What follows belongs to an exercise in optimizing a design on an open flow for a short achievable clock period and few clock cycles per item; a production flow would make more cautious choices.
In this exercise RTL edits were held to simulation tests only and were not proved equivalent to the original.
In every run shown here, the design's own scripts or RTL, not TritonCTS, make the clock network.
The flow treats the clock pin as an ideal source. Dropping or thinning the clock tree relies on that and would not hold on a real chip.
Power and IR drop assume default switching activity.

[flow/flow/run.sh]
#!/bin/bash
# Standard ORFS layout (the standard.sh), except that the clock tree is
# built by flow/mycts.tcl (a two-level buffer tree: 4 root buffers fed by the
# clock port, leaf buffers each driving a cluster of about 16 flip-flops) in
# place of TritonCTS. Everything else, synthesis included, is the standard flow.
set -euo pipefail
export MCTS_CLOCK_NET=clk
export MCTS_BUF=sky130_fd_sc_hd__clkbuf_16
export MCTS_ROOT_BUF=sky130_fd_sc_hd__clkbuf_16
export MCTS_SINKS_PER_LEAF=16
export MCTS_ROOTS=4
bash standard.sh finish PRE_CTS_TCL="$PWD/flow/mycts.tcl" > standard_flow.log 2>&1
[flow/flow/mycts.tcl]
# Two-level clock tree built by hand, used in place of TritonCTS: the clock
# port drives a few root buffers, each root drives a group of leaf buffers,
# each leaf buffer drives a cluster of nearby flip-flops (k-means on the
# flip-flop positions). Every flip-flop sees the same two buffer stages.
# Sourced by ORFS cts.tcl as PRE_CTS_TCL; it replaces clock_tree_synthesis.

proc mcts_kmeans {pts k iters} {
  # pts: list of {x y}; returns list of cluster index per point and centers
  set n [llength $pts]
  set xs [lsort -real [lmap p $pts {lindex $p 0}]]
  set ys [lsort -real [lmap p $pts {lindex $p 1}]]
  # initial centers: points spread by sorted order along a serpentine
  set order [lsort -real -index 0 [lmap p $pts {list [expr {[lindex $p 0] + 0.0}] [lindex $p 1]}]]
  set centers {}
  for {set i 0} {$i < $k} {incr i} {
    set idx [expr {int(($i + 0.5) * $n / $k)}]
    lappend centers [lindex $order $idx]
  }
  set assign {}
  for {set it 0} {$it < $iters} {incr it} {
    set assign {}
    foreach p $pts {
      set best 0; set bd 1e30; set ci 0
      foreach c $centers {
        set dx [expr {[lindex $p 0] - [lindex $c 0]}]
        set dy [expr {[lindex $p 1] - [lindex $c 1]}]
        set d [expr {$dx*$dx + $dy*$dy}]
        if {$d < $bd} { set bd $d; set best $ci }
        incr ci
      }
      lappend assign $best
    }
    set sx [lrepeat $k 0.0]; set sy [lrepeat $k 0.0]; set cnt [lrepeat $k 0]
    foreach p $pts a $assign {
      lset sx $a [expr {[lindex $sx $a] + [lindex $p 0]}]
      lset sy $a [expr {[lindex $sy $a] + [lindex $p 1]}]
      lset cnt $a [expr {[lindex $cnt $a] + 1}]
    }
    set nc {}
    for {set i 0} {$i < $k} {incr i} {
      if {[lindex $cnt $i] > 0} {
        lappend nc [list [expr {[lindex $sx $i] / [lindex $cnt $i]}] [expr {[lindex $sy $i] / [lindex $cnt $i]}]]
      } else {
        lappend nc [lindex $centers $i]
      }
    }
    set centers $nc
  }
  return [list $assign $centers]
}

# balanced split: cap each cluster size by moving the farthest members out
proc mcts_balance {pts assign centers cap} {
  set k [llength $centers]
  for {set pass 0} {$pass < 20} {incr pass} {
    set cnt [lrepeat $k 0]
    foreach a $assign { lset cnt $a [expr {[lindex $cnt $a] + 1}] }
    set over 0
    for {set c 0} {$c < $k} {incr c} { if {[lindex $cnt $c] > $cap} { set over 1 } }
    if {!$over} { break }
    set i 0
    foreach p $pts a $assign {
      if {[lindex $cnt $a] > $cap} {
        # move to nearest cluster with room
        set best -1; set bd 1e30
        for {set c 0} {$c < $k} {incr c} {
          if {$c == $a || [lindex $cnt $c] >= $cap} continue
          set cc [lindex $centers $c]
          set dx [expr {[lindex $p 0] - [lindex $cc 0]}]
          set dy [expr {[lindex $p 1] - [lindex $cc 1]}]
          set d [expr {$dx*$dx + $dy*$dy}]
          if {$d < $bd} { set bd $d; set best $c }
        }
        set ca [lindex $centers $a]
        set dx [expr {[lindex $p 0] - [lindex $ca 0]}]
        set dy [expr {[lindex $p 1] - [lindex $ca 1]}]
        if {$best >= 0 && $bd < 4.0 * ($dx*$dx + $dy*$dy) + 1e8} {
          lset assign $i $best
          lset cnt $a [expr {[lindex $cnt $a] - 1}]
          lset cnt $best [expr {[lindex $cnt $best] + 1}]
        }
      }
      incr i
    }
  }
  return $assign
}

proc mcts_build {} {
  set db [ord::get_db]
  set block [ord::get_db_block]
  set clk [$block findNet $::env(MCTS_CLOCK_NET)]
  set buf [$db findMaster $::env(MCTS_BUF)]
  set rootbuf [$db findMaster $::env(MCTS_ROOT_BUF)]
  set sink_cap $::env(MCTS_SINKS_PER_LEAF)
  set nroots $::env(MCTS_ROOTS)

  set sinks {}
  set pts {}
  foreach it [$clk getITerms] {
    set inst [$it getInst]
    set bb [$inst getBBox]
    lappend sinks $it
    lappend pts [list [expr {([$bb xMin] + [$bb xMax]) / 2.0}] [expr {([$bb yMin] + [$bb yMax]) / 2.0}]]
  }
  set n [llength $sinks]
  set k [expr {int(ceil(double($n) / $sink_cap))}]
  puts "MCTS: $n sinks, $k leaf buffers, $nroots root buffers"
  lassign [mcts_kmeans $pts $k 25] assign centers
  set assign [mcts_balance $pts $assign $centers [expr {$sink_cap + 2}]]
  # recompute centers
  set sx [lrepeat $k 0.0]; set sy [lrepeat $k 0.0]; set cnt [lrepeat $k 0]
  foreach p $pts a $assign {
    lset sx $a [expr {[lindex $sx $a] + [lindex $p 0]}]
    lset sy $a [expr {[lindex $sy $a] + [lindex $p 1]}]
    lset cnt $a [expr {[lindex $cnt $a] + 1}]
  }
  set leafpts {}
  for {set i 0} {$i < $k} {incr i} {
    if {[lindex $cnt $i] == 0} { lappend leafpts {} ; continue }
    lappend leafpts [list [expr {[lindex $sx $i] / [lindex $cnt $i]}] [expr {[lindex $sy $i] / [lindex $cnt $i]}]]
  }
  # leaf buffers and nets
  set leafbufs {}
  for {set i 0} {$i < $k} {incr i} {
    if {[lindex $cnt $i] == 0} { lappend leafbufs {}; continue }
    set b [odb::dbInst_create $block $buf "mcts_leaf_$i"]
    set p [lindex $leafpts $i]
    $b setLocation [expr {int([lindex $p 0])}] [expr {int([lindex $p 1])}]
    $b setPlacementStatus PLACED
    set nn [odb::dbNet_create $block "mcts_leaf_net_$i"]
    $nn setSigType CLOCK
    [$b findITerm X] connect $nn
    lappend leafbufs $b
  }
  foreach it $sinks a $assign {
    $it disconnect
    $it connect [$block findNet "mcts_leaf_net_$a"]
  }
  # roots: cluster the leaf buffers
  set lpts {}; set lids {}
  for {set i 0} {$i < $k} {incr i} {
    if {[lindex $cnt $i] == 0} continue
    lappend lpts [lindex $leafpts $i]; lappend lids $i
  }
  lassign [mcts_kmeans $lpts $nroots 25] rassign rcenters
  for {set r 0} {$r < $nroots} {incr r} {
    set b [odb::dbInst_create $block $rootbuf "mcts_root_$r"]
    set p [lindex $rcenters $r]
    $b setLocation [expr {int([lindex $p 0])}] [expr {int([lindex $p 1])}]
    $b setPlacementStatus PLACED
    set nn [odb::dbNet_create $block "mcts_root_net_$r"]
    $nn setSigType CLOCK
    [$b findITerm X] connect $nn
    [$b findITerm A] connect $clk
  }
  foreach i $lids r $rassign {
    [[lindex $leafbufs $i] findITerm A] connect [$block findNet "mcts_root_net_$r"]
  }
  global_connect
  puts "MCTS: done"
}

rename clock_tree_synthesis mcts_orig_clock_tree_synthesis
proc clock_tree_synthesis {args} {
  mcts_build
}
[flow/standard.sh]
#!/bin/bash
# synth_recipe.tcl (not shown) runs the flow's synth.tcl, then flattens the netlist and writes it again
# the make line also repeats each setting of config.mk as NAME=value (left out here)
make -C /OpenROAD-flow-scripts/flow DESIGN_CONFIG=/design/flow/config.mk WORK_HOME=/design/flow/orfs CLKGATE_MAP_FILE= SYNTH_SCRIPT=/design/flow/synth_recipe.tcl "${@:-finish}"
[flow/config.mk]
export PLATFORM = sky130hd
export DESIGN_NAME = comp_mult_top
export DESIGN_NICKNAME = comp_mult_top
export VERILOG_FILES = /design/flow/design.v
export SDC_FILE = /design/flow/constraint.sdc
export NUM_CORES = 4
export LEC_CHECK = 0
export ABC_CLOCK_PERIOD_IN_PS = 1500
export CAP_MARGIN = 20
export CORE_MARGIN = 2
export CORE_UTILIZATION = 40
export SETUP_SLACK_MARGIN = 4.4
export SLEW_MARGIN = 20
[flow/constraint.sdc]
create_clock -name core_clock -period 6.5 [get_ports {clk}]
set_input_delay 1.3000 -clock core_clock [delete_from_list [all_inputs] [get_ports {clk}]]
set_output_delay 1.3000 -clock core_clock [all_outputs]
set_load 0.01 [all_outputs]
[flow/design.v]
`timescale 1ns/1ps
package cmul_types_pkg;
    localparam int ELEM_W    = 8;    
    localparam int RES_W     = 18;   
    localparam int RES_BYTES = 3;    
    localparam int ADDR_W    = 16;   
    localparam int REG_W     = 16;   
    typedef logic signed [ELEM_W-1:0] elem_t;       
    typedef logic signed [RES_W-1:0]  res_t;        
    typedef logic [ADDR_W-1:0]        addr_t;       
    typedef logic [REG_W-1:0]         reg_t;        
    typedef logic [2:0]               byte_cnt_t;   
endpackage
`timescale 1ns/1ps
package cmul_regmap_pkg;
    typedef enum logic [2:0] {
        OFS_OP1    = 3'd0,   
        OFS_OP2    = 3'd1,   
        OFS_RES    = 3'd2,   
        OFS_NUM_OP = 3'd3,   
        OFS_START  = 3'd4,   
        OFS_STATUS = 3'd5,   
        OFS_STATE  = 3'd6    
    } reg_offset_e;
    localparam int STS_DONE_BIT = 0;
    typedef enum logic [1:0] {
        ST_IDLE   = 2'd0,
        ST_RD_OPS = 2'd1,   
        ST_WORK   = 2'd2,   
        ST_WR_RES = 2'd3    
    } ctrl_state_e;
    localparam int OP_RD_BYTES  = 4;   
    localparam int RES_WR_BYTES = 6;   
    localparam int OP_STRIDE    = 2;   
    localparam int RES_STRIDE   = 6;   
endpackage
`timescale 1ns/1ps
module comp_mult_top
#(
    parameter logic [15:0] APB_BASE = '0   
) (
    input  logic  clk,
    input  logic  rst_n,
    input  cmul_types_pkg::addr_t paddr,
    input  logic  pwrite,
    input  cmul_types_pkg::reg_t  pwdata,
    input  logic  psel,
    output logic  pready,
    output cmul_types_pkg::reg_t  prdata,
    output logic  pslverr,
    output logic  mem_ce,
    output logic  mem_we,
    output cmul_types_pkg::addr_t mem_addr,
    output cmul_types_pkg::elem_t mem_wr_data,
    input  cmul_types_pkg::elem_t mem_rd_data
);
    logic [15:0] ofs_full;
    logic [2:0]  ofs;
    logic        in_range;
    logic        acc_ok;
    logic        wr_en;
    assign pready   = 1'b1;
    assign ofs_full = paddr - APB_BASE;
    assign in_range = (ofs_full[15:3] == '0);
    assign ofs      = ofs_full[2:0];
    always_comb begin
        case (ofs)
            3'd0, 3'd1, 3'd2, 3'd3, 3'd4: acc_ok = pwrite;
            3'd5:    acc_ok = 1'b1;
            3'd6:    acc_ok = ~pwrite;
            default: acc_ok = 1'b0;
        endcase
    end
    assign wr_en = psel & pwrite & in_range & acc_ok;
    logic wr_op1, wr_op2, wr_res, wr_num, wr_start, wr_clr;
    assign wr_op1   = wr_en & (ofs == 3'd0);
    assign wr_op2   = wr_en & (ofs == 3'd1);
    assign wr_res   = wr_en & (ofs == 3'd2);
    assign wr_num   = wr_en & (ofs == 3'd3);
    assign wr_start = wr_en & (ofs == 3'd4) & pwdata[0];
    assign wr_clr   = wr_en & (ofs == 3'd5) & ~pwdata[0];
    logic        done;
    logic        clr_q;        
    logic        busy;         
    logic        start_q;      
    logic [15:0] num_reg;
    logic        num_nz_q;     
    logic        num_ge2_q;    
    logic [15:0] num_m1_q;     
    logic        num_is1_q;    
    logic [15:0] b1, b2;       
    logic        eq_q;         
    logic [15:0] ra1, ra2, rw;   
    logic [15:0] ra1p, ra2p, rwp;       
    logic [15:0] ra1pp, ra2pp, rwpp;    
    logic        i1_q, i2_q, iw_q;      
    logic [15:0] pwp1_q, pwp2_q;        
    logic [15:0] basew, basewp, basewpp, base1pp, base2pp;
    logic        k1, k2;       
    logic        wres_q, wnum_q;   
    logic [15:0] pwdata_q;     
    logic [15:0] base1, base2;   
    logic [1:0]  h1, h2;       
    logic        qsame;        
    logic        bus_v, ret_v;
    logic [1:0]  bus_id, ret_id;
    logic        bus_dup, ret_dup;
    logic [3:0]  v;            
    logic signed [7:0] cx1, cy1, cx2, cy2;
    logic [2:0]  oc;           
    logic [15:0] qf_left;      
    logic [15:0] qw_left;      
    logic        qw1;          
    logic        wrc;          
    logic [2:0]  wcnt;         
    logic        qd_q;         
    logic        sq_ok;        
    logic        wok;          
    logic        fin_q;        
    logic        mem_ce_q, mem_we_q;
    logic [15:0] mem_addr_q;
    logic [7:0]  mem_wr_data_q;
    logic [35:0] f0, f1, f2, f3;   
    logic [2:0]  fcnt;
    logic        s1v, s2v;
    logic        prd0;
    assign prdata      = {15'b0, prd0};
    always_ff @(posedge clk) begin
        prd0 <= ofs[0] ? (done & ~clr_q) : busy;    
    end
    always_ff @(posedge clk) begin
        pslverr  <= psel & ~(in_range & acc_ok);
        mem_ce_q <= rd_issue | wr_issue;
        mem_we_q <= wr_issue;
    end
    assign mem_ce      = mem_ce_q;
    assign mem_we      = mem_we_q;
    assign mem_addr    = mem_addr_q;
    assign mem_wr_data = mem_wr_data_q;
    logic go;
    logic [1:0] h1e, h2e;
    logic qdone;
    logic [2:0] oc_eff;
    logic start_quad;
    logic rd_issue;
    logic rd_op1;              
    logic [1:0] rd_id;
    logic wr_start_b;          
    logic wr_issue;
    logic [2:0] wcnt_n;
    logic pop;
    logic push;
    logic [15:0] qf_eff;
    assign eq_q    = (b1 == b2);
    assign base1   = k1 ? pwdata_q : (i1_q ? ra1p : ra1);
    assign base2   = k2 ? pwdata_q : (i2_q ? ra2p : ra2);
    assign basew   = wres_q ? pwdata_q : (iw_q ? rwp : rw);
    assign go      = start_q & ~busy & num_nz_q;
    assign h1e     = k1 ? 2'd0 : h1;
    assign h2e     = k2 ? 2'd0 : h2;
    assign qdone   = qd_q & ~k1 & ~(k2 & ~qsame);
    assign oc_eff  = go ? 3'd1 : oc;
    assign qf_eff  = go ? num_m1_q : qf_left;
    logic sqg, inc1, inc2;
    logic [15:0] base1p, base2p;
    assign sqg        = sq_ok | (go & num_ge2_q);
    assign start_quad = ~wrc & qdone & sqg;
    assign inc1       = ~wrc & (qdone ? sqg : (h1e != 2'd2));
    assign inc2       = ~wrc & ~qdone & (h1e == 2'd2);
    assign rd_issue   = inc1 | inc2;
    assign rd_op1     = inc1;
    assign rd_id      = start_quad ? 2'd0 : (h1e != 2'd2) ? {1'b0, h1e[0]} : {1'b1, h2e[0]};
    assign base1p     = k1 ? pwp1_q : (i1_q ? ra1pp : ra1p);
    assign base2p     = k2 ? pwp1_q : (i2_q ? ra2pp : ra2p);
    assign basewp     = wres_q ? pwp1_q : (iw_q ? rwpp : rwp);
    assign base1pp    = k1 ? pwp2_q : (i1_q ? ra1pp + 16'd1 : ra1pp);
    assign base2pp    = k2 ? pwp2_q : (i2_q ? ra2pp + 16'd1 : ra2pp);
    assign basewpp    = wres_q ? pwp2_q : (iw_q ? rwpp + 16'd1 : rwpp);
    assign wr_start_b = ~wrc & qdone & ~sqg & wok;
    assign wr_issue   = wrc | wr_start_b;
    assign wcnt_n     = wrc ? wcnt + 3'd1 : 3'd0;
    assign pop        = wrc & (wcnt == 3'd4);
    logic       busy_n;
    logic [2:0] oc_n;
    logic [2:0] fcnt_n;
    logic [1:0] h1_n, h2_n;
    logic       qsame_n;
    assign busy_n = go | (busy & ~fin_q);
    always_comb begin
        oc_n = oc_eff;
        if (start_quad & ~pop) oc_n = oc_eff + 3'd1;
        if (~start_quad & pop) oc_n = oc_eff - 3'd1;
    end
    always_comb begin
        fcnt_n = fcnt;
        if (s6v & ~pop) fcnt_n = fcnt + 3'd1;
        if (~s6v & pop) fcnt_n = fcnt - 3'd1;
    end
    always_comb begin
        if (fin_q) begin
            h1_n = '0; h2_n = '0; qsame_n = 1'b0;
        end else if (start_quad) begin
            h1_n = 2'd1; h2_n = 2'd0; qsame_n = eq_q;
        end else begin
            h1_n = inc1 ? h1e + 2'd1 : h1e;
            h2_n = inc2 ? h2e + 2'd1 : h2e;
            qsame_n = qsame;
        end
    end
    assign push = (v == 4'b1111) & busy;
    logic qc1, qc2;
    assign qc1 = (h1e == 2'd1) & (qsame | (h2e == 2'd2));
    assign qc2 = (h1e == 2'd2) & (h2e == 2'd1) & ~qsame;
    logic [7:0] wbyte;
    always_comb begin
        case (wcnt_n)
            3'd0:    wbyte = f0[7:0];
            3'd1:    wbyte = f0[15:8];
            3'd2:    wbyte = {6'b0, f0[17:16]};
            3'd3:    wbyte = f0[25:18];
            3'd4:    wbyte = f0[33:26];
            default: wbyte = {6'b0, f0[35:34]};
        endcase
    end
    always_ff @(posedge clk or negedge rst_n) begin
        if (!rst_n) begin
            done     <= 1'b0;
            clr_q    <= 1'b0;
            start_q  <= 1'b0;
            num_reg  <= '0;
            num_nz_q <= 1'b0;
            num_ge2_q <= 1'b0;
            num_m1_q <= '0;
            num_is1_q <= 1'b0;
            k1       <= 1'b0;
            k2       <= 1'b0;
            wres_q   <= 1'b0;
            wnum_q   <= 1'b0;
            pwdata_q <= '0;
            b1       <= '0;
            b2       <= '0;
        end else begin
            clr_q <= wr_clr;
            if (fin_q)
                done <= 1'b1;
            else if (clr_q)
                done <= 1'b0;
            start_q   <= wr_start;
            k1        <= wr_op1;
            k2        <= wr_op2;
            wres_q    <= wr_res;
            wnum_q    <= wr_num;
            pwdata_q  <= pwdata;
            if (wnum_q) num_reg <= pwdata_q;
            if (wnum_q) begin
                num_nz_q  <= (pwdata_q != '0);
                num_ge2_q <= (pwdata_q[15:1] != '0);
                num_is1_q <= (pwdata_q == 16'd1);
                num_m1_q  <= pwdata_q - 16'd1;
            end
            if (k1) b1 <= pwdata_q;
            if (k2) b2 <= pwdata_q;
        end
    end
    always_ff @(posedge clk or negedge rst_n) begin
        if (!rst_n) begin
            busy     <= 1'b0;
            ra1      <= '0;
            ra2      <= '0;
            rw       <= '0;
            ra1p     <= 16'd1;
            ra2p     <= 16'd1;
            rwp      <= 16'd1;
            ra1pp    <= 16'd2;
            ra2pp    <= 16'd2;
            rwpp     <= 16'd2;
            i1_q     <= 1'b0;
            i2_q     <= 1'b0;
            iw_q     <= 1'b0;
            pwp1_q   <= '0;
            pwp2_q   <= '0;
            h1       <= '0;
            h2       <= '0;
            qsame    <= 1'b0;
            bus_v    <= 1'b0;
            bus_id   <= '0;
            bus_dup  <= 1'b0;
            ret_v    <= 1'b0;
            ret_id   <= '0;
            ret_dup  <= 1'b0;
            v        <= '0;
            oc       <= '0;
            qf_left  <= '0;
            qw_left  <= '0;
            qw1      <= 1'b0;
            wrc      <= 1'b0;
            wcnt     <= '0;
            qd_q     <= 1'b0;
            sq_ok    <= 1'b0;
            wok      <= 1'b0;
            fin_q    <= 1'b0;
            fcnt     <= '0;
            s1v      <= 1'b0;
            s2v      <= 1'b0;
            s3v      <= 1'b0;
            s4v      <= 1'b0;
            s5v      <= 1'b0;
            s6v      <= 1'b0;
        end else begin
            busy <= busy_n;
            pwp1_q <= pwdata + 16'd1;
            pwp2_q <= pwdata + 16'd2;
            rw    <= basew;
            rwp   <= basewp;
            rwpp  <= basewpp;
            iw_q  <= wr_issue | wr_res;    
            ra1   <= base1;
            ra1p  <= base1p;
            ra1pp <= base1pp;
            i1_q  <= inc1;
            ra2   <= base2;
            ra2p  <= base2p;
            ra2pp <= base2pp;
            i2_q  <= inc2;
            h1    <= h1_n;
            h2    <= h2_n;
            qsame <= qsame_n;
            qd_q  <= ~fin_q & ~start_quad & (qdone | (~wrc & (qc1 | qc2)));
            bus_v   <= rd_issue;
            bus_id  <= rd_id;
            bus_dup <= start_quad ? eq_q : qsame;
            ret_v   <= bus_v & ~(k1 & ~bus_id[1]) & ~(k2 & bus_id[1]);
            ret_id  <= bus_id;
            ret_dup <= bus_dup;
            begin
                logic [3:0] cap;
                logic ret_ok;
                ret_ok = ret_v & ~(k1 & ~ret_id[1]) & ~(k2 & ret_id[1]);
                cap[0] = ret_ok & (ret_id == 2'd0);
                cap[1] = ret_ok & (ret_id == 2'd1);
                cap[2] = ret_ok & ((ret_id == 2'd2) | (ret_dup & (ret_id == 2'd0)));
                cap[3] = ret_ok & ((ret_id == 2'd3) | (ret_dup & (ret_id == 2'd1)));
                v <= cap | (v & ~{4{push}} & ~{k2, k2, k1, k1} & ~{4{fin_q}});
            end
            oc    <= oc_n;
            sq_ok <= busy & ~fin_q & ((oc != 3'd4) | pop) & (qf_left != '0);
            wok   <= busy_n & (fcnt_n != 3'd0);
            if (start_quad)
                qf_left <= qf_eff - 16'd1;
            else if (go)
                qf_left <= num_m1_q;
            if (go)
                qw_left <= num_reg;
            else if (pop)
                qw_left <= qw_left - 16'd1;
            wrc    <= wrc ? (wcnt != 3'd4) : wr_start_b;
            wcnt   <= wcnt_n;
            if (go)
                qw1 <= num_is1_q;
            else if (pop)
                qw1 <= (qw_left == 16'd2);
            fin_q  <= pop & qw1;
            fcnt <= fcnt_n;
            s1v <= push;
            s2v <= s1v;
            s3v <= s2v;
            s4v <= s3v;
            s5v <= s4v;
            s6v <= s5v;
        end
    end
    always_ff @(posedge clk) begin
        if (wrc)
            mem_addr_q <= basew;
        else if (qdone)
            mem_addr_q <= sqg ? base1 : basew;
        else
            mem_addr_q <= (h1e != 2'd2) ? base1 : base2;
        mem_wr_data_q <= wbyte;
    end
    logic [3:0] capd;
    assign capd[0] = ret_v & (ret_id == 2'd0);
    assign capd[1] = ret_v & (ret_id == 2'd1);
    assign capd[2] = ret_v & ((ret_id == 2'd2) | (ret_dup & (ret_id == 2'd0)));
    assign capd[3] = ret_v & ((ret_id == 2'd3) | (ret_dup & (ret_id == 2'd1)));
    always_ff @(posedge clk) begin
        if (capd[0]) cx1 <= mem_rd_data;
        if (capd[1]) cy1 <= mem_rd_data;
        if (capd[2]) cx2 <= mem_rd_data;
        if (capd[3]) cy2 <= mem_rd_data;
    end
    logic signed [9:0]  pp_a [4];
    logic signed [9:0]  pp_b [4];
    logic signed [9:0]  pp_c [4];
    logic signed [9:0]  pp_d [4];
    logic s3v;
    logic [8:0] gy2, gx2;    
    assign gy2 = {cy2, 1'b0};
    assign gx2 = {cx2, 1'b0};
    function automatic logic [3:0] bsel(input logic [2:0] g);
        case (g)
            3'd1, 3'd2: bsel = 4'b1000;
            3'd3:       bsel = 4'b0100;
            3'd4:       bsel = 4'b0001;
            3'd5, 3'd6: bsel = 4'b0010;
            default:    bsel = 4'b0000;
        endcase
    endfunction
    function automatic logic signed [9:0] bpp(input logic signed [7:0] a, input logic signed [8:0] n, input logic [3:0] sel);
        logic signed [9:0] a1;
        logic signed [9:0] n1;
        a1 = 10'(a);
        n1 = 10'(n);
        bpp = ({10{sel[3]}} & a1) | ({10{sel[2]}} & (a1 <<< 1))
            | ({10{sel[1]}} & n1) | ({10{sel[0]}} & (n1 <<< 1));
    endfunction
    logic signed [7:0] ox1, oy1;
    logic [3:0] sx2 [4];     
    logic [3:0] sy2 [4];     
    logic signed [8:0] nx1, ny1;
    logic s4v;
    always_ff @(posedge clk) begin
        ox1 <= cx1;
        oy1 <= cy1;
        for (int j = 0; j < 4; j++) begin
            sx2[j] <= bsel(gx2[2*j +: 3]);
            sy2[j] <= bsel(gy2[2*j +: 3]);
        end
        nx1 <= -(9'(cx1));
        ny1 <= -(9'(cy1));
    end
    always_ff @(posedge clk) begin
        for (int j = 0; j < 4; j++) begin
            pp_a[j] <= bpp(ox1, nx1, sy2[j]);
            pp_b[j] <= bpp(oy1, ny1, sx2[j]);
            pp_c[j] <= bpp(ox1, nx1, sx2[j]);
            pp_d[j] <= bpp(oy1, ny1, {sy2[j][1:0], sy2[j][3:2]});    
        end
    end
    function automatic logic [35:0] csa(input logic [17:0] a, input logic [17:0] b, input logic [17:0] c);
        csa = {a ^ b ^ c, ((a & b) | (a & c) | (b & c)) << 1};
    endfunction
    function automatic logic [71:0] red84(input logic [17:0] r0, input logic [17:0] r1,
                                          input logic [17:0] r2, input logic [17:0] r3,
                                          input logic [17:0] r4, input logic [17:0] r5,
                                          input logic [17:0] r6, input logic [17:0] r7);
        logic [35:0] u1, u2, u3, u4;
        u1 = csa(r0, r1, r2);
        u2 = csa(r3, r4, r5);
        u3 = csa(u1[35:18], u1[17:0], u2[35:18]);
        u4 = csa(u2[17:0], r6, r7);
        red84 = {u3, u4};
    endfunction
    function automatic logic [35:0] red42(input logic [71:0] q);
        logic [35:0] u1;
        u1 = csa(q[71:54], q[53:36], q[35:18]);
        red42 = csa(u1[35:18], u1[17:0], q[17:0]);
    endfunction
    logic [71:0] q2x, q2y;      
    logic [35:0] q3x, q3y;      
    logic [9:0]  lox, loy;      
    logic [8:0]  h0x, h1x, h0y, h1y;    
    always_ff @(posedge clk) begin
        q2y <= red84(18'(pp_a[0]), 18'(pp_a[1]) << 2, 18'(pp_a[2]) << 4, 18'(pp_a[3]) << 6,
                     18'(pp_b[0]), 18'(pp_b[1]) << 2, 18'(pp_b[2]) << 4, 18'(pp_b[3]) << 6);
        q2x <= red84(18'(pp_c[0]), 18'(pp_c[1]) << 2, 18'(pp_c[2]) << 4, 18'(pp_c[3]) << 6,
                     18'(pp_d[0]), 18'(pp_d[1]) << 2, 18'(pp_d[2]) << 4, 18'(pp_d[3]) << 6);
        q3y <= red42(q2y);
        q3x <= red42(q2x);
        loy <= {1'b0, q3y[26:18]} + {1'b0, q3y[8:0]};
        lox <= {1'b0, q3x[26:18]} + {1'b0, q3x[8:0]};
        h0y <= q3y[35:27];
        h1y <= q3y[17:9];
        h0x <= q3x[35:27];
        h1x <= q3x[17:9];
    end
    logic signed [17:0] xr_n, yr_n;
    logic s5v, s6v;
    always_ff @(posedge clk) begin
        xr_n <= {h0x + h1x + {8'd0, lox[9]}, lox[8:0]};
        yr_n <= {h0y + h1y + {8'd0, loy[9]}, loy[8:0]};
    end
    always_ff @(posedge clk) begin
        if (pop) begin
            f0 <= (s6v && fcnt == 3'd1) ? {xr_n, yr_n} : f1;
            f1 <= (s6v && fcnt == 3'd2) ? {xr_n, yr_n} : f2;
            f2 <= (s6v && fcnt == 3'd3) ? {xr_n, yr_n} : f3;
            f3 <= {xr_n, yr_n};
        end else if (s6v) begin
            case (fcnt)
                3'd0:    f0 <= {xr_n, yr_n};
                3'd1:    f1 <= {xr_n, yr_n};
                3'd2:    f2 <= {xr_n, yr_n};
                default: f3 <= {xr_n, yr_n};
            endcase
        end
    end
endmodule
==> flow_summary.toml, run 1 <==
[synth]
synth_area_um2 = 41600
synth_top_flop_cell = "dfxtp_1"
post-synth-top-area-cell = "dfxtp_1"
syn-mean-instance-area_um2 = 12.0
synth_seq_cells = 1040
seq_area_frac_synth = 0.584
distinct_cell_type_count_after_synthesis = 73
synth-async-reset-ratio = 0.326
number_of_synthesized_flops_with_an_enable_pin = 176
synth_top_cell_area_share = 0.253
yosysWarnings = 7
post_synth_main_area_contributors = "dfxtp_1 25%, dfrtp_1 20%, edfxtp_1 13%, fa_1 7.0%, mux2_2 3.5%"
synthCells = 3473

[placed_design]
dpl.hpwl_um = 63000
gp_congestion = 0.822
placement.cell_area_um2 = 43600
placedCellCount = 4755
numPortBuffers = 71

[cells_and_area]
final_area_um2 = 46700
finalNetCount = 3786
biggestRegsByFlops = "q2x (59), q2y (59)"
area_delta_synth_final_pct = 12.3
fin_util = 0.452
layout.cells.most_common = "dfxtp_1"
final_cells = 4891
final_cell_mix = "502 x dfxtp_1, 333 x nand2_1, 320 x dfrtp_1, 288 x inv_1, 214 x o21ai_0"
drive_gt1_frac = 0.144

[global_route]
grt_max_degree = 117
grt_pass1_wl_um = 150000
grt_pass1_vias = 25400
grt_antenna_before_repair = 3
tot_gr_track_use = 0.178
gr-total-overflow = 0

[power_and_ir_drop]
static-leakage-power_nw = 19.8
worst_ir_drop_vdd_v = 0.000226
report.power.total_mw = 10.6
p_per_area_nw_per_um2 = 228

[detailed_routing]
avgRoutedWirePerCell_um = 20.0
detailed_route_drc_error_count = 0
detailroute.via_count = 25100
drtAntennaViolNets = 0
drt_wl_total_um = 98000
dr.first_iter.drc_count = 2060
detailedRoute.firstPassIterationCount = 7
viasPerCell = 5.13

[setup_path]
crit_arrival_ps = 1000
worst_ep_required_time_ps = 5200
setup.worst_path.class = "reg2out"
critical-path-top-delay-family = "flip-flops"
reg2reg_from = "k2"
ff2ff_setup_slack_ps = 4400
critPathMaxFanout = 1
endpoint_kind = "output port"
worst-r2r-cell-count = 7
worst_setup_path_start_kind = "flip-flop"
cpPeakStageDelay_ps = 380
reg2reg_to = "qf_left[6]"
worst_setup_startpoint = "mem_addr_q[13]"
timing.critical_path.buf_inv = 1
crit_path_cell_trace = "clkbuf_2"
cp_slowest_cell = "dfxtp_1"

[floorplanning]
placement_rows = 118
die_height_um = 326
fp.dieArea_um2 = 107000
initial_standard_cell_utilization_of_the_core = 0.402
core_region_area_um2 = 103000
ioPinCount = 88
die_x_um = 326

[sta]
clock-skew-final_ps = 67.8
timing.setup.tns_ps = 0
min_period_ps = 2300
timing.fmax_mhz = 435
timing.slew.headroom = 0.264
report.final.setup_viol = 0
report.final.hold_viol_count = 0
drv_slew = 0
min_period_over_period = 0.354
tightestPinTransition_ps = 1100
grt_setup_unrepaired = "true"

[hold_path]
holdPathStages = 0
hold_class = "reg2reg"
whs_endpoint = "h1y[6]"
min_from = "q3y[15]"

[clocking]
clk-insertion-delay-late_ps = 490
clk_transition_reported_paths_ps = 80

[run_status]
run_status = "complete, no violations"

[job]
drv.max_cap_violation_count = 0
area by class of cell:
| class | count | area, µm² |
|---|---|---|
| inverters | 295 | 1110 |
| fillers | 9451 | 56600 |
| repair buffers | 165 | 1780 |
| diodes | 1 | 2.50 |
| flip-flops and latches | 1040 | 24400 |
| plain buffers | 69 | 1730 |
| multi-input cells | 1941 | 16000 |
| well taps | 1380 | 1730 |
repair_timing:
item                                    CTS  global route
buffers inserted                         37            22
hold buffers                              0             0
gates cloned                              4             3
endpoints found under the hold margin     0             0
pin swaps                                50            32
endpoints found under the setup margin  659           216
resized for setup                       280           194
metrics by stage:
| stage | hold WS [ps] | worst slack, ps |
|---|---|---|
| floorplan | 310 | 4120 |
| global placement | 310 | 3200 |
| detailed placement | 312 | 3180 |
| CTS | 312 | 3900 |
| global route | 295 | 4120 |
| finish | 297 | 4200 |
layer usage:
metal | track usage | up-vias | share of wire
met5 | 0 | - | 0.00035
met4 | 0.0455 | 6 | 0.028
met3 | 0.0230 | 196 | 0.058
met2 | 0.291 | 728 | 0.46
met1 | 0.252 | 12500 | 0.45
li1 | - | 11700 | -
power by group:
part | leakage (nW) | internal [mW] | total [mW] | switching, mW
registers | 10.5 | 6.57 | 6.61 | 0.0400
logic | 8.48 | 0.0619 | 0.160 | 0.0977
clock network | 0.850 | 1.85 | 3.86 | 2.00
total | 19.8 | 8.49 | 10.6 | 2.14
worst max-delay path by stage:
stage | slack (ps) | to | cells past startpoint
after detailed placement | 3180 | h1[1] | 6
after global placement | 3200 | h1[1] | 6
final | 4200 | mem_addr[13] | 1
after floorplan | 4120 | f3[0] | 5
after CTS | 3900 | k1 | 7
after global routing | 4120 | mem_addr[13] | 1
logic make-up after synthesis:
family | after synthesis | share of synthesized area
mux | 246 | 0.0632
other cells | 2 | 0.000181
flops | 1040 | 0.584
xor+xnor | 189 | 0.0398
compound gates | 569 | 0.0912
fa+ha+maj | 230 | 0.0955
simple gates | 691 | 0.0781
buf+inv | 506 | 0.0482
synthesized netlist by cell type (21+ instances only):
| library cell | instances |
|---|---|
| nor2_1 | 116 |
| ha_1 | 84 |
| mux2i_1 | 117 |
| nand2_1 | 342 |
| nor3_1 | 26 |
| dfxtp_1 | 525 |
| fa_1 | 146 |
| a21oi_1 | 40 |
| o21a_1 | 21 |
| edfxtp_1 | 176 |
| nor2b_1 | 42 |
| a22oi_1 | 160 |
| mux2_2 | 128 |
| a222oi_1 | 31 |
| a21o_1 | 33 |
| nand3_1 | 33 |
| clkbuf_1 | 167 |
| o21ai_0 | 219 |
| inv_1 | 295 |
| xnor2_1 | 97 |
| xor2_1 | 92 |
| dfrtp_1 | 333 |
Testbench counts, summed over its fixed seeds: cycles 21,041, items 2,070.
==> run 2, diff against run 1 <==
--- a/flow/flow/mycts.tcl
+++ b/flow/flow/mycts.tcl
@@ -162,6 +162,39 @@
 }
 
+# output ports: the port buffer and the register feeding it get a drive
+# strength suited to the long wire between them (same cell types)
+proc mcts_size_outputs {} {
+  set block [ord::get_db_block]
+  foreach bt [$block getBTerms] {
+    if {[$bt getIoType] != "OUTPUT"} continue
+    set net [$bt getNet]
+    if {$net == "NULL" || $net == ""} continue
+    foreach it [$net getITerms] {
+      if {![$it isOutputSignal]} continue
+      set inst [$it getInst]
+      set m [[$inst getMaster] getName]
+      if {![regexp {^sky130_fd_sc_hd__(clk)?buf_[0-9]+$} $m]} continue
+      if {$m != "sky130_fd_sc_hd__buf_6"} {
+        replace_cell [$inst getName] sky130_fd_sc_hd__buf_6
+      }
+      set a [$inst findITerm A]
+      set n2 [$a getNet]
+      if {$n2 == "NULL" || $n2 == ""} continue
+      foreach it2 [$n2 getITerms] {
+        if {![$it2 isOutputSignal]} continue
+        set f [$it2 getInst]
+        set fm [[$f getMaster] getName]
+        if {[regexp {^(sky130_fd_sc_hd__(dfxtp|dfrtp))_1$} $fm -> base]} {
+          replace_cell [$f getName] ${base}_2
+        }
+      }
+    }
+  }
+  puts "MCTS: output drivers sized"
+}
+
 rename clock_tree_synthesis mcts_orig_clock_tree_synthesis
 proc clock_tree_synthesis {args} {
+  mcts_size_outputs
   mcts_build
 }
==> run 2 against run 1 <==
  * Clock power about the same
  * Largest cell class unchanged
  * Die area unchanged
  * Wire length stayed put
  * First-iteration DRC count unchanged
==> flow_summary.toml, run 2 <==
[run_status]
run_status = "complete, no violations"

[sta]
drv_slew = 0
report.final.hold_viol_count = 0
report.final.setup_viol = 0
grt_setup_unrepaired = "true"
timing.setup.tns_ps = 0
timing.final.ws_setup_ps = 4200
tightestPinTransition_ps = 1100
min_period_over_period = 0.354
timing.slew.headroom = 0.264
timing.fmax_mhz = 435
clock-skew-final_ps = 67.8
min_period_ps = 2300

[floorplanning]
die_x_um = 326
ioPinCount = 88
placement_rows = 118
die_height_um = 326
fp.dieArea_um2 = 107000
initial_standard_cell_utilization_of_the_core = 0.402
core_region_area_um2 = 103000

[cells_and_area]
fillerInstances = 9451
final_cells = 4891
fin_util = 0.452
biggestRegsByFlops = "q2x (59), q2y (59)"
final_area_um2 = 46700
drive_gt1_frac = 0.144
finalNetCount = 3786
layout.cells.most_common = "dfxtp_1"
area_delta_synth_final_pct = 12.3
final_cell_mix = "502 x dfxtp_1, 333 x nand2_1, 320 x dfrtp_1, 288 x inv_1, 214 x o21ai_0"

[global_route]
grt_antenna_before_repair = 3
grt_pass1_wl_um = 150000
grt_max_degree = 117
tot_gr_track_use = 0.178
gr-total-overflow = 0
grt_pass1_vias = 25400

[detailed_routing]
drt_wl_total_um = 98000
detailroute.via_count = 25100
dr.first_iter.drc_count = 2060
detailed_route_drc_error_count = 0
drtAntennaViolNets = 0
viasPerCell = 5.13
avgRoutedWirePerCell_um = 20.0
detailedRoute.firstPassIterationCount = 7

[synth]
yosysWarnings = 7
number_of_synthesized_flops_with_an_enable_pin = 176
post-synth-top-area-cell = "dfxtp_1"
synth_top_cell_area_share = 0.253
synth_top_flop_cell = "dfxtp_1"
distinct_cell_type_count_after_synthesis = 73
syn-mean-instance-area_um2 = 12.0
synth_seq_cells = 1040
synth_common_cells = "525 x dfxtp_1, 342 x nand2_1, 333 x dfrtp_1"
post_synth_main_area_contributors = "dfxtp_1 25%, dfrtp_1 20%, edfxtp_1 13%, fa_1 7.0%, mux2_2 3.5%"
seq_area_frac_synth = 0.584
synth_most_common_cell = "dfxtp_1"
synthCells = 3473
synth-async-reset-ratio = 0.326
synth_area_um2 = 41600

[setup_path]
timing.critical_path.buf_inv = 1
cpPeakStageDelay_ps = 380
crit_arrival_ps = 1000
endpoint_kind = "output port"
ff2ff_setup_slack_ps = 4400
crit_path_cell_trace = "clkbuf_2"
setup.worst_path.class = "reg2out"
worst-r2r-cell-count = 7
cp_slowest_cell = "dfxtp_1"
critical-path-top-delay-family = "flip-flops"
critPathMaxFanout = 1
reg2reg_to = "qf_left[6]"
reg2reg_from = "k2"
worst_ep_required_time_ps = 5200
worst_setup_path_start_kind = "flip-flop"

[clocking]
clk-insertion-delay-late_ps = 490
clk_transition_reported_paths_ps = 80

[hold_path]
whs_endpoint = "h1y[6]"
hold_class = "reg2reg"
holdPathStages = 0
min_from = "q3y[15]"

[placed_design]
numPortBuffers = 71
place_worst_setup_slack_ps = 3180
gp_congestion = 0.822
placement.cell_area_um2 = 43600
dpl.hpwl_um = 63000
placedCellCount = 4755

[power_and_ir_drop]
worst_ir_drop_vdd_v = 0.000226
p_per_area_nw_per_um2 = 228
static-leakage-power_nw = 19.8

[job]
drv.max_cap_violation_count = 0
## run 2: cell counts in the layout (fill, tap and decap cells not counted)
Identical to the previous run, type by type.
## run 2: repair_timing
action / 4_1_cts / 5_1_grt
endpoints found under the setup margin: 659 / 216
resized for setup: 280 / 194
gates cloned: 4 / 3
setup buffers: 37 / 22
pin swaps: 50 / 32
hold buffers: 0 / 0
## run 2: cell type report
class | instances | area [µm²] | share of cell area
inverters | 295 | 1110 | 0.0238
multi-input cells | 1941 | 16000 | 0.343
flip-flops and latches | 1040 | 24400 | 0.522
well taps | 1380 | 1730 | 0.0370
diodes | 1 | 2.50 | 0.0000536
repair buffers | 165 | 1780 | 0.0381
plain buffers | 69 | 1730 | 0.0370
## run 2: where the power goes
part	total, mW	switching [mW]	internal [mW]
Combinational	0.160	0.0977	0.0619
Clock	3.86	2.00	1.85
Sequential	6.61	0.0400	6.57
## run 2: metrics by stage
step | hold slack (ps) | total power [mW]
final | 297 | 10.6
after global routing | 295 | 11.0
after CTS | 312 | 10.0
after detailed placement | 312 | 6.90
after global placement | 310 | 6.90
after floorplan | 310 | 6.79
## run 2: how the worst max path moves through the flow
stage	from	end	cells after the start
finish	mem_addr_q[13]	mem_addr[13]	1
global route	mem_addr_q[13]	mem_addr[13]	1
CTS	paddr[0]	k1	7
detailed placement	k1	h1[1]	6
global placement	k1	h1[1]	6
floorplan	wcnt[0]	f3[0]	5
## run 2: kinds of logic after synthesis
group / after synthesis / synth area share
buffers and inverters: 506 / 0.0482
muxes: 246 / 0.0632
other: 2 / 0.000181
xor gates and xnor gates: 189 / 0.0398
AOI/OAI and AO/OA: 569 / 0.0912
and+or+nand+nor: 691 / 0.0781
DFF: 1040 / 0.584
adders and majority gates: 230 / 0.0955
## run 2: layer usage
metal / routed length, µm / global-route usage
met3: 5670 / 0.0230
met2: 45300 / 0.291
met1: 44300 / 0.252
met5: 34 / 0
met4: 2750 / 0.0455
==> run 3, diff against run 2 <==
--- a/flow/config.mk
+++ b/flow/config.mk
@@ -10,4 +10,4 @@
 export CORE_MARGIN = 2
 export CORE_UTILIZATION = 40
-export SETUP_SLACK_MARGIN = 4.4
+export SETUP_SLACK_MARGIN = 4.6
 export SLEW_MARGIN = 20
==> run 3 against run 2 <==
  * Critical path type unchanged
  * First-iteration DRC count is 5.5% lower
  * Largest cell class unchanged
  * Power up 0.13%
  * Wire length grew 2.1%
  * Sequential power barely moved
  * Combinational power up 5%
  * Highest routed layer is now met4
  * Final area rose by 2.6%
  * Worst setup slack improved by 48 ps
==> flow_summary.toml, run 3 <==
[synth]
number_of_synthesized_flops_with_an_enable_pin = 176
synth_area_um2 = 41600
synth_top_flop_cell = "dfxtp_1"
yosysWarnings = 7
synth-async-reset-ratio = 0.326
syn-mean-instance-area_um2 = 12.0
synth_common_cells = "525 x dfxtp_1, 342 x nand2_1, 333 x dfrtp_1"
post-synth-top-area-cell = "dfxtp_1"
distinct_cell_type_count_after_synthesis = 73
synth_most_common_cell = "dfxtp_1"
synthCells = 3473
seq_area_frac_synth = 0.584
post_synth_main_area_contributors = "dfxtp_1 25%, dfrtp_1 20%, edfxtp_1 13%, fa_1 7.0%, mux2_2 3.5%"
synth_seq_cells = 1040
synth_top_cell_area_share = 0.253

[sta]
report.final.setup_viol = 0
drv_slew = 0
min_period_ps = 2250
tightestPinTransition_ps = 1210
timing.slew.headroom = 0.192
report.final.hold_viol_count = 0
min_period_over_period = 0.347
timing.fmax_mhz = 444
timing.setup.tns_ps = 0
clock-skew-final_ps = 104
grt_setup_unrepaired = "true"

[detailed_routing]
avgRoutedWirePerCell_um = 20.2
viasPerCell = 5.13
detailed_route_drc_error_count = 0
detailedRoute.firstPassIterationCount = 6
dr.first_iter.drc_count = 1946
drt_wl_total_um = 100000
detailroute.via_count = 25400
drtAntennaViolNets = 0

[hold_path]
holdPathStages = 0
hold_class = "reg2reg"
min_from = "q3x[35]"

[placed_design]
gp_congestion = 0.808
dpl.hpwl_um = 62400
placement.cell_area_um2 = 43600
numPortBuffers = 71

[setup_path]
critPathMaxFanout = 1
cp_slowest_cell = "dfxtp_4"
setup.worst_path.class = "reg2out"
endpoint_kind = "output port"
crit_arrival_ps = 950
cpPeakStageDelay_ps = 390
crit_path_cell_trace = "buf_6"
worst-r2r-cell-count = 7
worst_ep_required_time_ps = 5200
timing.critical_path.buf_inv = 1
critical-path-top-delay-family = "flip-flops"
worst_setup_path_start_kind = "flip-flop"
ff2ff_setup_slack_ps = 4290
worst_setup_startpoint = "mem_addr_q[14]"
reg2reg_from = "k1"
worstSetupPathDepth = 1

[cells_and_area]
final_area_um2 = 47900
drive_gt1_frac = 0.177
area_delta_synth_final_pct = 15.2
layout.cells.most_common = "dfxtp_1"
final_cell_mix = "501 x dfxtp_1, 321 x nand2_1, 311 x dfrtp_1, 287 x inv_1, 208 x o21ai_0"
finalNetCount = 3839
biggestRegsByFlops = "q2x (59), q2y (59)"

[run_status]
run_status = "complete, no violations"

[global_route]
tot_gr_track_use = 0.181
grt_pass1_wl_um = 152000
grt_antenna_before_repair = 2
grt_pass1_vias = 25500
grt_max_degree = 107
gr-total-overflow = 0

[power_and_ir_drop]
static-leakage-power_nw = 20.3
p_comb_frac = 0.016
power.share.clock = 0.362
switching_power_mw = 2.15
report.power.total_mw = 10.6
seq_power_share = 0.622
power_report.internal_total_mw = 8.50
p_per_area_nw_per_um2 = 222
worst_ir_drop_vdd_v = 0.000253
switching_share = 0.202

[job]
drv.max_cap_violation_count = 0

[floorplanning]
initial_standard_cell_utilization_of_the_core = 0.402
placement_rows = 118
die_height_um = 326
core_region_area_um2 = 103000
ioPinCount = 88
die_x_um = 326
fp.dieArea_um2 = 107000

[clocking]
clk_transition_reported_paths_ps = 80
clk-insertion-delay-late_ps = 540
## run 3: cell type report
cell class / count / area (µm²)
Antenna cell: 1 / 2.50
Buffer: 69 / 1730
Fill cell: 9278 / 55400
Inverter: 295 / 1110
Multi-Input combinational cell: 1959 / 16800
Sequential cell: 1040 / 24400
Tap cell: 1380 / 1730
Timing Repair Buffer: 200 / 2210
## run 3: cell families after synthesis
| group | Yosys count | synth area share |
|---|---|---|
| other cells | 2 | 0.000181 |
| mux | 246 | 0.0632 |
| xor+xnor | 189 | 0.0398 |
| compound gates | 569 | 0.0912 |
| simple gates | 691 | 0.0781 |
| buf+inv | 506 | 0.0482 |
| fa+ha+maj | 230 | 0.0955 |
| flops | 1040 | 0.584 |
## run 3: routing by layer
layer,part of all wire,global-route usage,up-vias
met5,0,0,-
met4,0.028,0.0469,0
met3,0.057,0.0196,188
met2,0.46,0.292,767
met1,0.45,0.262,12600
li1,-,-,11800
## run 3: worst paths after layout
check | to
worst min-delay path | h0x[8]
worst max register to register | qf_left[6]
min in group asynchronous | i1_q
max in group asynchronous | ra2p[12]
worst min register to register | h0x[8]
worst max-delay path | mem_addr[14]
## run 3: what timing repair did
| action | in CTS | in global routing |
|---|---|---|
| endpoints found under the setup margin | 814 | 324 |
| gates resized for setup | 402 | 220 |
| pin swaps | 88 | 57 |
| buffers inserted | 67 | 30 |
| cloned | 11 | 14 |
| hold buffers | 0 | 0 |
## run 3: power groups by stage
stage                     sequential (mW)  combinational (mW)  clock (mW)
after floorplan                      6.73              0.0531           0
after global placement               6.76               0.138           0
after detailed placement             6.76               0.139           0
after CTS                            6.76               0.169        3.11
after global routing                 6.62               0.186        4.19
final                                6.62               0.168        3.86
## run 3: through the flow
stage | setup WS [ps] | util | std cells | hold WS, ps
2_1_floorplan | 4150 | - | 3487 | 310
5_1_grt | 4220 | 0.464 | 4944 | 290
6_report | 4250 | 0.464 | 4944 | 305
3_3_place_gp | 3170 | 0.422 | 4751 | 311
3_5_place_dp | 3150 | 0.422 | 4752 | 312
4_1_cts | 3910 | 0.454 | 4899 | 312
==> run 4, diff against run 3 <==
--- a/flow/design.v
+++ b/flow/design.v
@@ -88,5 +88,4 @@
     logic        num_ge2_q;    
     logic [15:0] num_m1_q;     
-    logic        num_is1_q;    
     logic [15:0] b1, b2;       
     logic        eq_q;         
@@ -111,4 +110,6 @@
     logic [15:0] qf_left;      
     logic [15:0] qw_left;      
+    logic        sq_q;         
+    logic        pop_q;        
     logic        qw1;          
     logic        wrc;          
@@ -151,5 +152,4 @@
     logic pop;
     logic push;
-    logic [15:0] qf_eff;
     assign eq_q    = (b1 == b2);
     assign base1   = k1 ? pwdata_q : (i1_q ? ra1p : ra1);
@@ -161,5 +161,5 @@
     assign qdone   = qd_q & ~k1 & ~(k2 & ~qsame);
     assign oc_eff  = go ? 3'd1 : oc;
-    assign qf_eff  = go ? num_m1_q : qf_left;
+    assign qw1     = pop_q ? (qw_left == 16'd2) : (qw_left == 16'd1);
     logic sqg, inc1, inc2;
     logic [15:0] base1p, base2p;
@@ -232,5 +232,4 @@
             num_ge2_q <= 1'b0;
             num_m1_q <= '0;
-            num_is1_q <= 1'b0;
             k1       <= 1'b0;
             k2       <= 1'b0;
@@ -256,5 +255,4 @@
                 num_nz_q  <= (pwdata_q != '0);
                 num_ge2_q <= (pwdata_q[15:1] != '0);
-                num_is1_q <= (pwdata_q == 16'd1);
                 num_m1_q  <= pwdata_q - 16'd1;
             end
@@ -293,5 +291,6 @@
             qf_left  <= '0;
             qw_left  <= '0;
-            qw1      <= 1'b0;
+            sq_q     <= 1'b0;
+            pop_q    <= 1'b0;
             wrc      <= 1'b0;
             wcnt     <= '0;
@@ -344,20 +343,19 @@
             end
             oc    <= oc_n;
-            sq_ok <= busy & ~fin_q & ((oc != 3'd4) | pop) & (qf_left != '0);
+            sq_ok <= busy & ~fin_q & ((oc != 3'd4) | pop)
+                   & (sq_q ? (qf_left != 16'd1) : (qf_left != '0));
             wok   <= busy_n & (fcnt_n != 3'd0);
-            if (start_quad)
-                qf_left <= qf_eff - 16'd1;
-            else if (go)
+            sq_q  <= start_quad;
+            pop_q <= pop;
+            if (go)
                 qf_left <= num_m1_q;
+            else if (sq_q)
+                qf_left <= qf_left - 16'd1;
             if (go)
                 qw_left <= num_reg;
-            else if (pop)
+            else if (pop_q)
                 qw_left <= qw_left - 16'd1;
             wrc    <= wrc ? (wcnt != 3'd4) : wr_start_b;
             wcnt   <= wcnt_n;
-            if (go)
-                qw1 <= num_is1_q;
-            else if (pop)
-                qw1 <= (qw_left == 16'd2);
             fin_q  <= pop & qw1;
             fcnt <= fcnt_n;
--- a/flow/config.mk
+++ b/flow/config.mk
@@ -10,4 +10,4 @@
 export CORE_MARGIN = 2
 export CORE_UTILIZATION = 40
-export SETUP_SLACK_MARGIN = 4.6
+export SETUP_SLACK_MARGIN = 4.8
 export SLEW_MARGIN = 20
==> run 4 against run 3 <==
  * Synthesized area down 0.14%
  * Flip-flop and latch count unchanged
  * Final cell count up 3.2%
  * Final area up 6.1%
  * Critical path depth unchanged
  * Utilization up 2.9 points
  * Die area down 0.14%
  * Sequential power about the same
  * Clock power about the same
  * Worst hold slack worse by 3.1 ps
  * Register-to-register slack better by 100 ps
  * Via count up 5.8%
  * Critical endpoint is now mem_addr[3]
  * Largest cell class unchanged
==> flow_summary.toml, run 4 <==
[run_status]
run_status = "complete, no violations"

[setup_path]
worst_setup_startpoint = "mem_addr_q[3]"
cpPeakStageDelay_ps = 410
critPathMaxFanout = 1
worst-r2r-cell-count = 8
crit_path_end = "mem_addr[3]"
worst_ep_required_time_ps = 5200
setup.worst_path.class = "reg2out"
reg2reg_from = "loy[9]"
critical-path-top-delay-family = "flip-flops"
ff2ff_setup_slack_ps = 4390
reg2reg_to = "yr_n[17]"
worstSetupPathDepth = 1
crit_path_cell_trace = "buf_6"
timing.critical_path.buf_inv = 1
crit_arrival_ps = 970
worst_setup_path_start_kind = "flip-flop"
endpoint_kind = "output port"
cp_slowest_cell = "dfxtp_4"

[floorplanning]
die_x_um = 326
initial_standard_cell_utilization_of_the_core = 0.402
placement_rows = 118
die_height_um = 326
core_region_area_um2 = 103000
ioPinCount = 88
fp.dieArea_um2 = 106000

[placed_design]
gp_congestion = 0.804
numPortBuffers = 71
dpl.hpwl_um = 61600
placedCellCount = 4763
placement.cell_area_um2 = 43600

[detailed_routing]
viasPerCell = 5.26
detailed_route_drc_error_count = 0
drt_wl_total_um = 112000
detailedRoute.firstPassIterationCount = 9
detailroute.via_count = 26800
drtAntennaViolNets = 0
avgRoutedWirePerCell_um = 21.9
dr.first_iter.drc_count = 2513

[synth]
distinct_cell_type_count_after_synthesis = 71
number_of_synthesized_flops_with_an_enable_pin = 176
post_synth_main_area_contributors = "dfxtp_1 25%, dfrtp_1 20%, edfxtp_1 13%, fa_1 7.0%, nand2_1 3.6%"
seq_area_frac_synth = 0.585
synth_seq_cells = 1040
syn-mean-instance-area_um2 = 11.9
synth-async-reset-ratio = 0.326
synth_top_flop_cell = "dfxtp_1"
synthCells = 3495
yosysWarnings = 7
synth_top_cell_area_share = 0.253
synth_most_common_cell = "dfxtp_1"
post-synth-top-area-cell = "dfxtp_1"
synth_area_um2 = 41500
synth_common_cells = "525 x dfxtp_1, 403 x nand2_1, 333 x dfrtp_1"

[global_route]
grt_antenna_before_repair = 0
grt.met2_usage = 0.316
grt_max_degree = 96
gr-total-overflow = 0
grt_pass1_vias = 26700
tot_gr_track_use = 0.196
use_met1 = 0.280
grt_pass1_wl_um = 164000
grtUsageMet3 = 0.0255
grt-busiest-layer = "met2"

[cells_and_area]
finalNetCount = 4002
drive_gt1_frac = 0.235
biggestRegsByFlops = "q2x (59), q2y (59)"
fillerInstances = 8879
layout.cells.most_common = "dfxtp_1"
final_cells = 5104
final_area_um2 = 50800
area_delta_synth_final_pct = 22.4
final_cell_mix = "493 x dfxtp_1, 354 x nand2_1, 309 x dfrtp_1, 274 x inv_1, 208 x o21ai_0"

[job]
drv.max_cap_violation_count = 0

[sta]
clock-skew-final_ps = 95.1
report.final.hold_viol_count = 0
drv_slew = 0
timing.setup.tns_ps = 0
timing.slew.headroom = 0.244
report.final.setup_viol = 0
min_period_over_period = 0.350
tightestPinTransition_ps = 1130
grt_setup_unrepaired = "true"
timing.fmax_mhz = 440
min_period_ps = 2270

[power_and_ir_drop]
static-leakage-power_nw = 21.7
p_per_area_nw_per_um2 = 210
report.power.total_mw = 10.7
worst_ir_drop_vdd_v = 0.000227

[hold_path]
hold_class = "reg2reg"

[clocking]
clk-insertion-delay-late_ps = 530
clk_transition_reported_paths_ps = 100
-- run 4: cell types whose count changed in the layout (fill, tap and decap cells not counted), moves of 17 or more --
| cell | previous run | this run |
|---|---|---|
| xor2_1 | 90 | 51 |
| nand2_8 | 13 | 42 |
| nor2_1 | 91 | 74 |
| mux2_4 | 5 | 93 |
| nand2_2 | 10 | 28 |
| mux2_2 | 124 | 37 |
| buf_4 | 70 | 137 |
| xnor2_1 | 92 | 112 |
| buf_12 | 10 | 39 |
| nand2_1 | 321 | 354 |
-- run 4: how the worst min path moves through the flow --
stage	startpoint	to	slack, ps	cells past startpoint
6_report	q2y[54]	q3y[18]	300	0
3_5_place_dp	q3x[29]	h0x[2]	310	0
5_1_grt	q2y[54]	q3y[18]	300	0
4_1_cts	q3x[29]	h0x[2]	310	0
2_1_floorplan	q3x[27]	h0x[0]	310	0
3_3_place_gp	q3y[30]	h0y[3]	310	0
-- run 4: per-stage QoR --
step	hold WS, ps	setup WS (ps)	utilization
floorplan	310	4000	-
global placement	311	3120	0.423
detailed placement	312	3130	0.423
CTS	312	3840	0.472
global route	305	4200	0.493
finish	302	4230	0.493
-- run 4: area by class of cell --
class	instances	area, µm²	share of cell area
flip-flops and latches	1040	24400	0.480
multi-input cells	1997	18000	0.353
repair buffers	321	3800	0.0748
plain buffers	69	1730	0.0340
well taps	1380	1730	0.0340
inverters	293	1150	0.0226
repair inverters	3	76.3	0.00150
diodes	1	2.50	0.0000492
-- run 4: logic make-up after synthesis --
kind of cell | count (synthesis) | synth area share
DFF | 1040 | 0.585
and+or+nand+nor | 714 | 0.0793
AOI/OAI and AO/OA | 577 | 0.0913
buffers and inverters | 511 | 0.0488
muxes | 237 | 0.0610
adders and majority gates | 233 | 0.0966
xor gates and xnor gates | 181 | 0.0382
other | 2 | 0.000181
-- run 4: power breakdown --
part | switching, mW | internal [mW] | leakage (nW)
sequential | 0.0380 | 6.57 | 10.5
combinational | 0.119 | 0.0943 | 10.4
clock | 2.01 | 1.85 | 0.850
-- run 4: what timing repair did --
item	in CTS	in global routing
setup buffers	125	84
resized for setup	631	288
pin swaps	116	103
cloned	47	15
endpoints found under the setup margin	861	359
hold buffers	0	0
-- run 4: metal layers --
metal	wire length, µm	up-vias
met5	0	-
met4	3940	0
met3	8160	304
met2	51600	1036
met1	48100	13300
li1	-	12200
Testbench counts of run 4, summed over its fixed seeds: cycles 21,041, items 2,070.
==> run 5, diff against run 4 <==
--- a/flow/config.mk
+++ b/flow/config.mk
@@ -10,4 +10,4 @@
 export CORE_MARGIN = 2
 export CORE_UTILIZATION = 40
-export SETUP_SLACK_MARGIN = 4.8
+export SETUP_SLACK_MARGIN = 4.6
 export SLEW_MARGIN = 20
==> run 5 against run 4 <==
  * Critical path depth stayed put
  * Sequential share of layout area increased by 3.4 points
  * Final cell count decreased by 3.1%
  * Sequential power is essentially flat
  * Synthesized area unchanged
  * Global-route usage down 2.0 points
  * Flip-flop and latch count is the same
  * Clock skew shrank 11 ps
  * Critical endpoint is now mem_addr[4]
  * Largest cell class unchanged
  * Highest routed layer unchanged
==> flow_summary.toml, run 5 <==
[cells_and_area]
area_delta_synth_final_pct = 14.2
final_cells = 4945
drive_gt1_frac = 0.163
biggestRegsByFlops = "q2x (59), q2y (59)"
final_cell_mix = "499 x dfxtp_1, 384 x nand2_1, 315 x dfrtp_1, 284 x inv_1, 222 x o21ai_0"
fin_util = 0.460
finalNetCount = 3843
layout.cells.most_common = "dfxtp_1"
multi_input_area_um2 = 16400
ff_latch_area_um2 = 24400
fillerInstances = 9304

[sta]
min_period_over_period = 0.348
min_period_ps = 2260
drv_slew = 0
grt_setup_unrepaired = "true"
report.final.hold_viol_count = 0
report.final.setup_viol = 0
timing.setup.tns_ps = 0
clock-skew-final_ps = 84.2
tightestPinTransition_ps = 1150
timing.slew.headroom = 0.230
final.hold.worst_slack_ps = 317
timing.fmax_mhz = 442

[floorplanning]
placement_rows = 118
ioPinCount = 88
die_height_um = 326
die_x_um = 326
fp.dieArea_um2 = 106000
core_region_area_um2 = 103000
initial_standard_cell_utilization_of_the_core = 0.402

[power_and_ir_drop]
switching_power_mw = 2.12
static-leakage-power_nw = 19.9
power.share.clock = 0.361
p_per_area_nw_per_um2 = 224
p_comb_frac = 0.016
seq_power_share = 0.623
report.power.total_mw = 10.6
power_report.internal_total_mw = 8.49
switching_share = 0.199
worst_ir_drop_vdd_v = 0.000228

[setup_path]
crit_arrival_ps = 960
setup.worst_path.class = "reg2out"
ff2ff_setup_slack_ps = 4490
critical-path-top-delay-family = "flip-flops"
reg2reg_to = "num_ge2_q"
endpoint_kind = "output port"
reg2reg_from = "pwdata_q[10]"
crit_path_cell_trace = "buf_6"
timing.critical_path.buf_inv = 1
worst-r2r-cell-count = 5
worst_ep_required_time_ps = 5200
cp_slowest_cell = "dfxtp_4"
worst_setup_path_start_kind = "flip-flop"
critPathMaxFanout = 1
cpPeakStageDelay_ps = 370

[placed_design]
placedCellCount = 4759
gp_congestion = 0.824
numPortBuffers = 71
dpl.hpwl_um = 61400

[synth]
post-synth-top-area-cell = "dfxtp_1"
synth_compound_gate_area_share = 0.0913
synth_most_common_cell = "dfxtp_1"
synth_top_family_by_area = "adder cells"
synth-xor-area-share = 0.0382
yosys.area_share.adder = 0.0966
distinct_cell_type_count_after_synthesis = 71
synth_seq_cells = 1040
yosysWarnings = 7
synthCells = 3495
synth_common_cells = "525 x dfxtp_1, 403 x nand2_1, 333 x dfrtp_1"
post_synth_main_area_contributors = "dfxtp_1 25%, dfrtp_1 20%, edfxtp_1 13%, fa_1 7.0%, nand2_1 3.6%"
synth_top_cell_area_share = 0.253
synth_top_flop_cell = "dfxtp_1"
synth_simple_gate_area_frac = 0.0793
synth-async-reset-ratio = 0.326
number_of_synthesized_flops_with_an_enable_pin = 176
seq_area_frac_synth = 0.585
syn-mean-instance-area_um2 = 11.9
muxShareOfSynthArea = 0.0610
synth_area_um2 = 41500

[global_route]
grt_antenna_before_repair = 2
grt_pass1_vias = 25000
gr-total-overflow = 0
grt_pass1_wl_um = 148000
tot_gr_track_use = 0.176
grt_max_degree = 116

[hold_path]
whs_endpoint = "h1x[8]"
hold_class = "reg2reg"
min_from = "q3x[17]"
holdPathStages = 0

[detailed_routing]
detailed_route_drc_error_count = 0
wl_met2_um = 44500
detailroute.wirelength.met3_um = 6480
viasPerCell = 5.14
drtAntennaViolNets = 0
drt_wl_total_um = 97400
topRoutingLayerUsed = "met4"
avgRoutedWirePerCell_um = 19.7
dr.first_iter.drc_count = 2342
detailedRoute.firstPassIterationCount = 6
route.layer.met1.wl_um = 43400
detailroute.via_count = 25400

[run_status]
run_status = "complete, no violations"

[clocking]
clk_transition_reported_paths_ps = 70
postCtsHoldBufs = 0
clk-insertion-delay-late_ps = 500

[job]
drv.max_cap_violation_count = 0
## run 5: final cells by class
class | instances | area share
inverters | 293 | 0.0239
repair inverters | 1 | 0.000343
flip-flops and latches | 1040 | 0.514
plain buffers | 69 | 0.0364
multi-input cells | 1971 | 0.345
diodes | 1 | 0.0000528
repair buffers | 190 | 0.0443
well taps | 1380 | 0.0364
## run 5: cell families (layout without fill, tap and decap cells)
| logic type | after synthesis | count (layout) |
|---|---|---|
| and+or+nand+nor | 714 | 727 |
| DFF | 1040 | 1040 |
| xor gates and xnor gates | 181 | 181 |
| buffers and inverters | 511 | 553 |
| muxes | 237 | 237 |
| AOI/OAI and AO/OA | 577 | 577 |
| adders and majority gates | 233 | 233 |
| other | 2 | 17 |
## run 5: power by group through the flow
| stage | clock, mW | sequential (mW) | combinational (mW) |
|---|---|---|---|
| floorplan | 0 | 6.73 | 0.0572 |
| global placement | 0 | 6.76 | 0.144 |
| detailed placement | 0 | 6.76 | 0.145 |
| CTS | 3.11 | 6.76 | 0.170 |
| global route | 4.18 | 6.61 | 0.186 |
| finish | 3.83 | 6.61 | 0.168 |
## run 5: worst reg2reg max path: stages, from the launching register on
cell and delay [ps]:
dfrtp_2 480, or3_4 410, or4_4 460, nor2_2 90, nand4_1 240, o22a_1 250
## run 5: repair_timing
item	CTS	global route
pin swaps	71	38
setup endpoints to repair	805	260
gates cloned	12	13
hold endpoints to repair	0	0
setup buffers	62	29
gates resized for setup	352	188
## run 5: worst max path at each step
stage,startpoint,to,slack [ps],depth (start not counted)
final,mem_addr_q[4],mem_addr[4],4240,1
after global routing,mem_wr_data_q[0],mem_wr_data[0],4200,1
after CTS,paddr[7],iw_q,3810,6
after detailed placement,wcnt[0],f2[12],3000,6
after global placement,wcnt[0],f2[33],3090,6
after floorplan,pwdata[5],pwp1_q[15],4000,8
## run 5: through the flow
stage	setup slack [ps]	cell area, µm²
after floorplan	4000	41800
after global placement	3090	43400
after detailed placement	3000	43400
after CTS	3810	46500
after global routing	4200	47400
final	4240	47400
## run 5: routing by layer
metal  vias to the layer above  global-route usage
li1                      11800                   -
met1                     12600               0.256
met2                       817               0.280
met3                       162              0.0207
met4                         0              0.0480
met5                         -                   0

-- port drivers added, routing unchanged --
Ports are ideal in the flow. The routed layouts listed here were re-timed in OpenROAD.
Step 1 sets driving cells, clkbuf_16 on the clock port and buf_2 on the other inputs (assumed; they add their load-dependent delay and slew).
Step 2, shift: input delay + t, output delay - t, t = (earliest + latest rising clock arrival at the registers) / 2. This alone moves slack from input paths to output paths.
a / b / c = ideal ports / drivers / drivers and shift; a / b = the first two.
| run | t, ns | setup WS [ns] | hold slack, ns | cell pins on the clock port's net |
|---|---|---|---|---|
| run 1 | 0.606 | 4.199 / 4.063 / 3.679 | 0.297 / 0.297 / 0.297 | 4 |
| run 2 | 0.606 | 4.199 / 4.063 / 3.679 | 0.297 / 0.297 / 0.297 | 4 |
| run 3 | 0.615 | 4.248 / 4.111 / 3.756 | 0.305 / 0.305 / 0.305 | 4 |
| run 4 | 0.625 | 4.227 / 4.079 / 3.839 | 0.302 / 0.302 / 0.302 | 4 |
| run 5 | 0.598 | 4.236 / 4.098 / 3.841 | 0.317 / 0.317 / 0.317 | 4 |
After both steps every run listed still meets setup and hold.
